Context: an optimization exercise on an open-source flow, tuned for small area, a short achievable clock period and few clock cycles. The choices shown serve that exercise and are no tape-out recipe.
Only simulation tests tie the RTL to the original design; equivalence was not proved.

==> xenon <==
Design ray_bounce_path_in_box, start of the top module:
module ray_bounce_path_in_box (
    input  wire                 i_clk,
    input  wire                 i_rst_n,
    input  wire                 i_cfg_we,
    input  rbp_pkg::t_cfg_idx   i_cfg_idx,
    input  rbp_pkg::t_cfg_data  i_cfg_data,
    input  wire                 i_in_valid,
    output logic                o_in_stall,
    input  rbp_pkg::t_coord16   i_start_x,
    input  rbp_pkg::t_coord16   i_start_y,
    input  rbp_pkg::t_coord16   i_aim_x,
    input  rbp_pkg::t_coord16   i_aim_y,
    output logic                o_out_valid,
    input  wire                 i_out_stall,
    output rbp_pkg::t_coord16   o_seg_start_x,
    output rbp_pkg::t_coord16   o_seg_start_y,
    output rbp_pkg::t_coord16   o_seg_end_x,
    output rbp_pkg::t_coord16   o_seg_end_y,
    output rbp_pkg::t_seg_num   o_segment_number,
    output logic                o_over_speed,
    output logic                o_last_segment
);
clock: 12.5 ns
lec_check: 0
cap_margin: 20
core_margin: 2
core_utilization: 40
setup_slack_margin: 5
slew_margin: 20
run.sh (not shown) runs the stock make flow with config.mk's settings and CLKGATE_MAP_FILE= SYNTH_SCRIPT=/design/flow/synth_recipe.tcl, a recipe that flattens the netlist after the stock synthesis.
==> violet (differences from xenon) <==
--- a/flow/design.v
+++ b/flow/design.v
@@ -129,40 +129,40 @@
     logic               r_c_pmul;            
     logic               r_c_pdiv;            
     logic signed [15:0] r_sx, r_sy, r_ex, r_ey;
     logic               r_pxn, r_pyn;        
     logic [2:0]         r_k;
     logic               r_over;
     logic [1:0]         r_ovs;               
     logic [15:0]        r_ma, r_mb;          
+    logic               r_macc;              
     logic [32:0]        r_prod;              
     logic [32:0]        r_p1;                
     logic [15:0]        r_dd;                
     logic [17:0]        r_dd3;               
     logic               r_qneg;              
     logic               r_ovf;               
-    logic               r_skip;              
     logic [1:0]         r_cnt;
     logic               r_side;              
     logic               r_xright;            
     logic               r_ybot;              
     logic               r_p1neg, r_p2neg;    
     logic               r_testr;             
     logic               r_rdet, r_rval;      
     logic               r_ftop, r_fbot, r_flft, r_frgt;   
     logic [33:0]        r_kth;
     logic               r_kexact, r_kdirty, r_ksat;
     logic [1:0]         r_kchunk;
     logic               r_ov;
     logic signed [15:0] r_osx, r_osy, r_oex, r_oey;
     logic [2:0]         r_ok;
     logic               r_oover, r_olast;
     logic [32:0] w_mul;
-    assign w_mul = 33'(r_ma * r_mb);
+    assign w_mul = 33'(r_ma * r_mb) + (r_macc ? r_p1 : 33'd0);
     logic [31:0] w_dstep;
     always_comb begin
         logic [15:0] rr, zz;
         logic [17:0] x;
         logic [18:0] t1, t2, t3;
         rr = r_prod[31:16];
         zz = r_prod[15:0];
         for (int j = 0; j < 2; j++) begin
@@ -254,22 +254,16 @@
             w_hk = 2'd1;
         end else if (w_ldet && w_rdet) begin
             w_hk     = w_rval ? 2'd1 : 2'd2;
             w_hright = 1'b1;
         end else begin
             w_hk = 2'd3;
         end
     end
-    logic w_skside, w_sktb, w_tbskip;
-    assign w_skside = (w_ady[15:12] == 4'd0) &&
-                      (w_hright ? (!w_rsn && w_rgt) : ((w_lsn || w_lsz) && w_lft));
-    assign w_sktb   = (w_adx[15:12] == 4'd0) &&
-                      (w_top ? (w_tsn || w_tsz) : (!w_bsn && w_bot));
-    assign w_tbskip = r_p1[31:12] < {4'b0, w_ady};
     logic w_mlt, w_mgt, w_lt, w_gt, w_sidehit;
     assign w_mlt = r_p1 < r_prod;
     assign w_mgt = r_p1 > r_prod;
     assign w_lt  = r_p1neg ? w_mgt : w_mlt;
     assign w_gt  = r_p1neg ? w_mlt : w_mgt;
     assign w_sidehit = r_testr ? w_gt : w_lt;
     logic [15:0] w_alsx, w_arsx, w_aysy, w_amsel;
     logic        w_nmsel;
@@ -319,20 +313,18 @@
     assign w_aneg  = w_fin ? r_qneg : (r_c_sq2 ? r_pxn : r_pyn);
     assign w_abase = (w_fin ? r_side : !r_c_sq2) ? r_sy : r_sx;
     logic signed [21:0] w_asum0, w_asum1;
     assign w_asum0 = 22'(w_abase) + (w_aneg ? ~{2'b0, w_av} : {2'b0, w_av});
     assign w_asum1 = 22'(w_abase) + (w_aneg ? ~{2'b0, w_av} : {2'b0, w_av}) + 22'sd1;
     assign w_asum  = (w_aneg ^ w_rb) ? w_asum1 : w_asum0;
     assign w_res   = (w_fin && r_ovf) ? (r_qneg ? 16'sh8000 : 16'sh7fff) : sat16(w_asum);
     logic w_ovnow;
-    logic [33:0] w_psq;
-    assign w_psq   = {1'b0, r_p1} + {1'b0, r_prod};
     assign w_ovnow = (r_ovs == 2'd0) ? r_over :
-                     ((w_psq > r_kth) || (r_kexact && (w_psq == r_kth)));
+                     (({1'b0, r_p1} > r_kth) || (r_kexact && ({1'b0, r_p1} == r_kth)));
     logic signed [16:0] w_px, w_py;
     assign w_px = 17'(i_start_x) - 17'(i_aim_x);
     assign w_py = 17'(i_start_y) - 17'(i_aim_y);
     logic w_ofree;
     assign w_ofree = !r_ov || !i_out_stall;
     logic w_acc;
     assign w_acc = i_in_valid && !o_in_stall;
     logic w_none_comb;
@@ -389,29 +381,33 @@
                         r_mb <= r_p1[15:0];
                         nst  = S_SQ2;
                     end
                 end
                 S_SQ2: begin
                     r_ex   <= w_res;
                     r_ma   <= r_p1[31:16];
                     r_mb   <= r_p1[31:16];
+                    r_macc <= 1'b0;
                     nst    = S_SQ3;
                 end
                 S_SQ3: begin
                     r_ey   <= w_res;
+                    r_p1   <= w_mul;
                     r_ma   <= r_p1[15:0];
                     r_mb   <= r_p1[15:0];
+                    r_macc <= 1'b1;
                     nst    = S_PREP;
                 end
                 S_PREP: begin
                     if (r_ovs == 2'd2) begin
-                        r_p1  <= r_prod;
+                        r_p1  <= w_mul;
                         r_ovs <= 2'd1;
                     end
+                    r_macc <= 1'b0;
                     r_ybot <= !w_top;
                     case (w_hk)
                         2'd0: begin
                             if (w_ofree && r_ovs != 2'd2) begin
                                 r_ov    <= 1'b1;
                                 nst     = S_IDLE;
                                 if (w_acc && r_prev) begin
                                     r_k <= 3'd0;
@@ -423,32 +419,30 @@
                             if (w_dxz) begin
                                 r_side   <= 1'b1;
                                 r_xright <= w_hright;
                                 nst      = S_NODV;
                             end else begin
                                 r_side   <= 1'b1;
                                 r_xright <= w_hright;
                                 r_ma     <= w_amsel;
-                                r_mb     <= w_skside ? {w_ady[11:0], 4'b0} : w_ady;
-                                r_skip   <= w_skside;
+                                r_mb     <= w_ady;
                                 r_dd     <= w_adx;
                                 r_qneg   <= w_nmsel ^ w_dy[16] ^ w_dx[16];
                                 nst      = S_MUL;
                             end
                         end
                         2'd2: begin
                             if (w_dyz) begin
                                 r_side <= 1'b0;
                                 nst    = S_NODV;
                             end else begin
                                 r_side <= 1'b0;
                                 r_ma   <= w_amsel;
-                                r_mb   <= w_sktb ? {w_adx[11:0], 4'b0} : w_adx;
-                                r_skip <= w_sktb;
+                                r_mb   <= w_adx;
                                 r_dd   <= w_ady;
                                 r_qneg <= w_nmsel ^ w_dx[16] ^ w_dy[16];
                                 nst    = S_MUL;
                             end
                         end
                         default: begin
                             r_ma    <= w_amsel;
                             r_mb    <= w_adx;
@@ -457,20 +451,17 @@
                             r_rdet  <= w_rdet;
                             r_rval  <= w_rval;
                             nst     = S_XM1;
                         end
                     endcase
                 end
                 S_MUL: begin
                     r_dd3  <= w_d3;
-                    r_cnt  <= r_skip ? 2'd1 : 2'd0;
-                    if (r_skip) begin
-                        r_ovf <= 1'b0;
-                    end
+                    r_cnt  <= '0;
                     nst    = S_DIV;
                 end
                 S_XM1: begin
                     r_ma    <= w_amsel;
                     r_mb    <= w_ady;
                     r_p2neg <= w_nmsel;
                     nst     = S_XM2;
                 end
@@ -499,26 +490,21 @@
                         r_mb    <= w_ady;
                         r_p2neg <= w_nmsel;
                         nst     = S_XM3;
                     end else if (!r_testr && r_rval) begin
                         r_side   <= 1'b1;
                         r_xright <= 1'b1;
                         r_ma     <= w_amsel;
                         r_mb     <= w_ady;
-                        r_skip   <= 1'b0;
                         r_qneg   <= w_nmsel ^ w_dy[16] ^ w_dx[16];
                         nst      = S_MUL;
                     end else begin
                         r_side <= 1'b0;
-                        r_prod <= w_tbskip ? {1'b0, r_p1[27:0], 4'b0} : r_p1;
-                        r_cnt  <= w_tbskip ? 2'd1 : 2'd0;
-                        if (w_tbskip) begin
-                            r_ovf <= 1'b0;
-                        end
+                        r_prod <= r_p1;
                         r_dd   <= w_ady;
                         r_dd3  <= w_d3;
                         r_qneg <= r_p1neg;
                         nst    = S_DIV;
                     end
                 end
                 S_DIV: begin
                     if (r_cnt == 2'd0) begin
@@ -565,16 +551,17 @@
                         r_ey <= w_rfl;
                     end
                     nst = S_RW;
                 end
                 S_RW: nst = S_PREP;
                 S_KA: begin
                     r_ma   <= r_lim;
                     r_mb   <= r_lim;
+                    r_macc <= 1'b0;
                     nst    = S_KB;
                 end
                 S_KB: begin
                     nst = S_KC;
                 end
                 S_KC: begin
                     if (r_lim == 16'd0) begin
                         r_kth     <= '0;
@@ -630,16 +617,17 @@
             if (w_acc && r_prev) begin
                 r_sx  <= i_start_x;
                 r_sy  <= i_start_y;
                 r_p1  <= {1'b0, mag17(w_px), mag17(w_py)};
                 r_pxn <= w_px[16];
                 r_pyn <= w_py[16];
                 r_ma  <= 16'(r_gain);
                 r_mb  <= mag17(w_px);
+                r_macc <= 1'b0;
                 r_ovs <= 2'd2;
             end
             if (w_kwrite) begin
                 nkdirty = 1'b1;
                 if (r_st >= S_KA) begin
                     nst = S_KA;
                 end
             end
@@ -648,18 +636,17 @@
             end
             if (r_c_pmul) begin
                 r_prod <= w_mul;
             end
             r_c_fin  <= (nst == S_FIN);
             r_c_sq2  <= (nst == S_SQ2);
             r_c_sq3  <= (nst == S_SQ3);
             r_c_nodv <= (nst == S_NODV);
-            r_c_pmul <= (nst == S_SQ1) || (nst == S_SQ2) || (nst == S_SQ3) || (nst == S_MUL) || (nst == S_XM1) ||
-                        ((nst == S_PREP) && (r_st == S_SQ3)) ||
+            r_c_pmul <= (nst == S_SQ1) || (nst == S_SQ2) || (nst == S_MUL) || (nst == S_XM1) ||
                         (nst == S_XM2) || (nst == S_XM3) || (nst == S_KB);
             r_c_pdiv <= (nst == S_DIV) || (nst == S_KD1) || (nst == S_KD2);
             r_st     <= nst;
             r_kdirty <= nkdirty;
             r_finacc <= ((nst == S_FIN) && w_lastnext) ||
                         ((nst == S_PREP) && (r_st != S_SQ3) && w_none_comb);
             r_stall  <= !((nst == S_IDLE) || ((nst == S_FIN) && w_lastnext) ||
                           ((nst == S_PREP) && (r_st != S_SQ3) && w_none_comb)) || nkdirty;
==> summary.txt <==
status=finished clean; TritonCTS buffer count=58; Reg area=11620 µm²; Post-Syn Area=56600 µm²; GR Util met2=58.19%; dpl cells=8967
# the run above: xenon

==> summary.txt <==
TritonCTS buffer count=52; crit path capture=r_mb[13]; Max stage delay on crit path=690 ps; Reg area=11630 µm²; Post-Syn Area=55860 µm²; dpl cells=8828; GR Util met2=55.29%; status=finished clean; worst hold path depth=2
# the run above: violet

Testbench counts of xenon, summed over its fixed seeds: cycles 17,728.
Testbench counts of violet, summed over its fixed seeds: cycles 18,669.

-- static timing again, ports no longer ideal --
The results above use ideal ports. As a check the final layouts listed here were re-extracted and re-timed, cells and wires unchanged. Step 1: set_driving_cell puts a clkbuf_16 on i_clk and a buf_2 on each other input, an assumption about the parent block. Step 2 moves the port delays by t, midway between the first and last clock arrival at a register: inputs arrive t later, outputs are due t later. That takes back most of the time a late clock gives input paths. a / b / c = ideal ports / drivers / drivers and shift; a / b = the first two.
| run | t (ns) | slack for setup (ns) | worst setup path at the end | clock arrival spread, ns |
|---|---|---|---|---|
| xenon | 0.793 | 4.993 / 4.993 / 4.988 | input to register | 0.083 / 0.082 |
| violet | 0.750 | 5.148 / 5.148 / 4.925 | input to register | 0.060 / 0.059 |
After both steps setup and hold are still met in every run listed. For violet, which loses most, drivers alone change the setup slack by 0.000 ns; drivers and shift together by -0.223 ns.
